Background: an optimization exercise with open tools, aiming at small area, a short achievable clock period and few clock cycles per item. Do not read the settings as production practice. The RTL was checked by simulation tests, not by an equivalence proof against the original design.

## hsb_to_rgb_converter
module hsb_to_rgb_converter
(
    input  logic               clk,
    input  logic               rst_n,
    input  logic               in_valid,
    output logic               in_ready,
    input  logic [HUE_W-1:0]   hue_degrees,
    input  logic [PCT_W-1:0]   saturation_pct,
    input  logic [PCT_W-1:0]   brightness_pct,
    output logic               out_valid,
    input  logic               out_ready,
    output logic [LEVEL_W-1:0] red_level,
    output logic [LEVEL_W-1:0] green_level,
    output logic [LEVEL_W-1:0] blue_level
);
Size in the first run: roughly 130 flip-flops, ~53 I/O pins.
Settings: LEC_CHECK=0, ABC_CLOCK_PERIOD_IN_PS=3000, CAP_MARGIN=20, CORE_MARGIN=2, CORE_UTILIZATION=40, CTS_BUF_LIST=sky130_fd_sc_hd__clkbuf_8, SETUP_SLACK_MARGIN=5, SLEW_MARGIN=20; clock period 10.0 ns.
standard.sh (not shown) runs the stock make flow with config.mk's settings and CLKGATE_MAP_FILE= SYNTH_SCRIPT=/design/flow/synth_recipe.tcl, a recipe that flattens the netlist after the stock synthesis.
==> flow/flow/run.sh <==
#!/bin/bash
set -euo pipefail
bash standard.sh SYNTH_ARGS=-noabc SETUP_SLACK_MARGIN=5.65 "BUFFER_PORTS_ARGS=-buffer_cell sky130_fd_sc_hd__buf_2" finish > layout.log 2>&1
The first run finished clean.
Testbench counts at the start, summed over its fixed seeds: cycles 24,024, items 24,000.
Then changed:
==> flow/flow/run.sh (replaced) <==
#!/bin/bash
set -euo pipefail
bash standard.sh SYNTH_ARGS=-noabc SETUP_SLACK_MARGIN=5.55 "BUFFER_PORTS_ARGS=-buffer_cell sky130_fd_sc_hd__buf_2" finish > layout.log 2>&1
Outcome:
- The changed run ran to the end with no violations
- via count came out lower slightly
- register-to-register slack gets worse by 0.04 ns
- clock-buffer cell count stays the same
- wire length came out lower slightly
- cell area came out lower slightly
- cell count came out lower slightly
- worst setup slack gets worse by 0.036 ns
- synthesized cell count does not change


## build 63
hsb_to_rgb_converter, a different RTL version from the one above (not shown whole).
Size in the first run: ~1600 cells after synthesis, ~130 flip-flops, about 53 I/O pins, ~17000 µm² of cells after synthesis.
==> flow/config.mk <==
export PLATFORM = sky130hd
export DESIGN_NAME = hsb_to_rgb_converter
export DESIGN_NICKNAME = hsb_to_rgb_converter
export VERILOG_FILES = /design/flow/design.v
export SDC_FILE = /design/flow/constraint.sdc
export NUM_CORES = 4
export LEC_CHECK = 0
export ABC_CLOCK_PERIOD_IN_PS = 3000
export CAP_MARGIN = 20
export CORE_MARGIN = 2
export CORE_UTILIZATION = 40
export SETUP_SLACK_MARGIN = 5
export SLEW_MARGIN = 20
==> flow/constraint.sdc <==
create_clock -name core_clock -period 10.0 [get_ports {clk}]
set_input_delay 2.0000 -clock core_clock [delete_from_list [all_inputs] [get_ports {clk}]]
set_output_delay 2.0000 -clock core_clock [all_outputs]
set_load 0.01 [all_outputs]
==> flow/flow/run.sh <==
#!/bin/bash
set -euo pipefail
bash standard.sh SYNTH_ARGS=-noabc SETUP_SLACK_MARGIN=5.45 "BUFFER_PORTS_ARGS=-buffer_cell sky130_fd_sc_hd__buf_2" finish > layout.log 2>&1
Testbench counts of build 63, summed over its fixed seeds: cycles 24,024, items 24,000.
Relative to build 63, the following input files were edited for build 4:
Settings: CTS_BUF_LIST newly set to sky130_fd_sc_hd__clkbuf_8.
==> flow/flow/run.sh <==
#!/bin/bash
set -euo pipefail
bash standard.sh SYNTH_ARGS=-noabc SETUP_SLACK_MARGIN=5.6 "BUFFER_PORTS_ARGS=-buffer_cell sky130_fd_sc_hd__buf_2" finish > layout.log 2>&1
[summary]
Build 4 has completed all stages; timing, DRC and antenna checks passed. Of build 4 and build 63, the lower number of non-clock buffers belongs to build 63. In build 4, the relative area of clock buffers and inverters in the final design came out 0.78 points below the value in build 63. The cell area number comes out lower for build 63 vs build 4. Going from build 63 to build 4, routed wire length increased 1000 µm, utilization after layout increased 0.80 points, synthesis-to-finish area growth increased 2.0 points.
#### Input delta (build 42 over build 4)
Settings: CTS_BUF_LIST removed (was sky130_fd_sc_hd__clkbuf_8).
==> flow/flow/run.sh <==
#!/bin/bash
# The standard layout (standard.sh, all steps), with two changes:
# - Yosys's synth runs without its early internal ABC pass (SYNTH_ARGS=-noabc),
#   so the explicit full/half adders of the datapath reach extract_fa as
#   written and map to adder cells without inverters between them; the
#   flow's own ABC mapping after adder extraction is unchanged;
# - every input and output port still gets a buffer, but a plain buf_2
#   (BUFFER_PORTS_ARGS) instead of the delay-cell buffer buffer_ports picks.
# The registers, the constraints and every other step are unchanged.
set -euo pipefail
bash standard.sh SYNTH_ARGS=-noabc "BUFFER_PORTS_ARGS=-buffer_cell sky130_fd_sc_hd__buf_2" finish > layout.log 2>&1
## What came out
Build 42 reached the final stage; the timing, design-rule and antenna checks on its layout passed.
Build 4 has a lower peak per-stage delay on the critical path than build 42.
[build 42] maximum frequency from static timing analysis fell 15 MHz relative to build 4
On routed via count divided by cell count, build 42 and build 4 are neck and neck.
Higher global-route wire length before repair among build 42 and build 4: build 4
Setup slack for build 42 is lower than for build 4.
Changes observed in build 42 relative to build 4: number of nets in the layout went down by 69; core utilization went down by 1.8 points; depth of the most critical reg-to-reg path went down by 1; global routing usage on met3 went down by 0.44 points.
Relative to build 4, setup fix buffers added after clock tree synthesis decreased by 40 in build 42.
> inputs changed (build 42 -> build 17)
==> flow/flow/run.sh <==
#!/bin/bash
set -euo pipefail
bash standard.sh SYNTH_ARGS=-noabc SETUP_SLACK_MARGIN=5.7 "BUFFER_PORTS_ARGS=-buffer_cell sky130_fd_sc_hd__buf_2" finish > layout.log 2>&1
==> comparison <==
The flow did not stop early for build 17: all stages ran, and the layout cleared the timing, design-rule and antenna checks.
Build 17 vs build 42 — global-route met2 utilization rose 1.4 points.
There was hardly any difference in total cell area at the placement stage between build 42 and build 17.
Going from build 42 to build 17, mean area per synthesized cell level.
Comparing setup slack of the critical path after layout for build 17 and build 42, the smaller number came from build 42.
Build 17 against build 42: number of antenna violations at the first check in global routing about even, placer's final routability congestion estimate rose 0.022.
Relative to build 17, the following input files were edited for build 8:
Settings: putting CTS_BUF_LIST at sky130_fd_sc_hd__clkbuf_8 where nothing was set.
==> flow/flow/run.sh <==
#!/bin/bash
set -euo pipefail
bash standard.sh SYNTH_ARGS=-noabc SETUP_SLACK_MARGIN=5.45 "BUFFER_PORTS_ARGS=-buffer_cell sky130_fd_sc_hd__buf_2" finish > layout.log 2>&1
For met3 wirelength from detailed routing, build 17 and build 8 come out practically identical. Of build 8 and build 17, the higher overall global routing resource usage belongs to build 17. On global routing met1 resource utilization, build 8 and build 17 are basically level.
## Diff of input files: build 29 against build 8
Settings: a change of CORE_UTILIZATION from 40 to 50.
==> flow/flow/run.sh <==
#!/bin/bash
set -euo pipefail
bash standard.sh SYNTH_ARGS=-noabc SETUP_SLACK_MARGIN=5.55 "BUFFER_PORTS_ARGS=-buffer_cell sky130_fd_sc_hd__buf_2" finish > layout.log 2>&1
Notes after the runs:
- Lower cell count goes to build 29 over build 8.
- Summary of the comparison: met1 track demand over resource is higher in build 29, relative to build 8.
- Comparing the two runs side by side, build 29 comes out behind build 8 on worst hold slack.
- Summary of the comparison: vertical extent of the die is lower in build 29, relative to build 8.
- Sort build 8 and build 29 by largest net degree at the start of global routing desc -> top: build 8
- Row minimum setup slack in the final design: build 29 higher / build 8 lower
- The overall global routing resource usage of build 29 is higher than that of build 8.
- Build 29 vs. build 8: number of filler instances in the final layout has decreased; data arrival time of the worst path has decreased; total placed instance area has decreased.


## before
hsb_to_rgb_converter again, from the RTL that the note above started with.
export LEC_CHECK = 0
export ABC_CLOCK_PERIOD_IN_PS = 3000
export CAP_MARGIN = 5
export CORE_MARGIN = 2
export CORE_UTILIZATION = 40
export CTS_BUF_LIST = sky130_fd_sc_hd__clkbuf_8
export SETUP_SLACK_MARGIN = 5
export SLEW_MARGIN = 5
create_clock -name core_clock -period 10.0 [get_ports {clk}]
==> flow/flow/run.sh <==
#!/bin/bash
set -euo pipefail
bash standard.sh SYNTH_ARGS=-noabc SETUP_SLACK_MARGIN=5.5 "BUFFER_PORTS_ARGS=-buffer_cell sky130_fd_sc_hd__buf_2" finish > layout.log 2>&1
before ended with every stage complete and zero timing, DRC or antenna violations.
Testbench counts of before, summed over its fixed seeds: cycles 24,024, items 24,000.
Setup changes, before to after
- SLEW_MARGIN changed from 5 to 20
- CAP_MARGIN changed from 5 to 20
==> flow/flow/run.sh <==
#!/bin/bash
set -euo pipefail
bash standard.sh SYNTH_ARGS=-noabc SETUP_SLACK_MARGIN=5.55 "BUFFER_PORTS_ARGS=-buffer_cell sky130_fd_sc_hd__buf_2" finish > layout.log 2>&1
Findings:
- before -> after: sequential share of layout area flat
- Measured against each other, before and after differ in post-synthesis to final-layout area growth, the higher figure coming from after.
- From before to after the numbers moved as follows: via density per instance now sits higher; cell area after layout now sits higher.
- From before to after the numbers moved as follows: maximum net fanout on the critical path fell 1; setup slack now larger.
- after reached the end of the flow, and the finished layout is clean on the timing, design-rule and antenna checks.

[port drivers added, routing unchanged]
How much do the figures lean on ideal ports? The routed layouts below were timed once more, with nothing changed but the port constraints.
Step 1 sets driving cells, clkbuf_16 on the clock port and buf_2 on the other inputs (assumed; they add their load-dependent delay and slew).
Step 2 times the ports against the registers' clock, not the clock port: input delays grow and output delays shrink by t, the midpoint of the rising clock arrivals with the driver on.
Three values: ideal ports, drivers, drivers and shift; two values: the first two.
run	t, ns	slack for setup (ns)	worst register clock-pin slew, ns	pins driven straight from the clock port
the first run of note 1	0.506	5.469 / 5.469 / 5.469	0.09 / 0.09	1
the second run of note 1	0.510	5.433 / 5.433 / 5.433	0.08 / 0.08	1
build 63	0.481	5.487 / 5.465 / 5.465	0.06 / 0.06	1
build 4	0.510	5.551 / 5.513 / 5.513	0.09 / 0.09	1
build 42	0.482	5.236 / 5.212 / 5.212	0.06 / 0.06	1
build 17	0.482	5.633 / 5.601 / 5.601	0.07 / 0.07	1
build 8	0.525	5.489 / 5.466 / 5.466	0.09 / 0.09	1
build 29	0.491	5.546 / 5.511 / 5.459	0.09 / 0.09	1
before	0.524	5.540 / 5.518 / 5.518	0.09 / 0.09	1
after	0.500	5.569 / 5.550 / 5.550	0.08 / 0.08	1
After both steps every run listed still meets setup and hold. The setup slack of build 29, which loses most, moves by -0.035 ns with the drivers and by -0.087 ns with both steps.
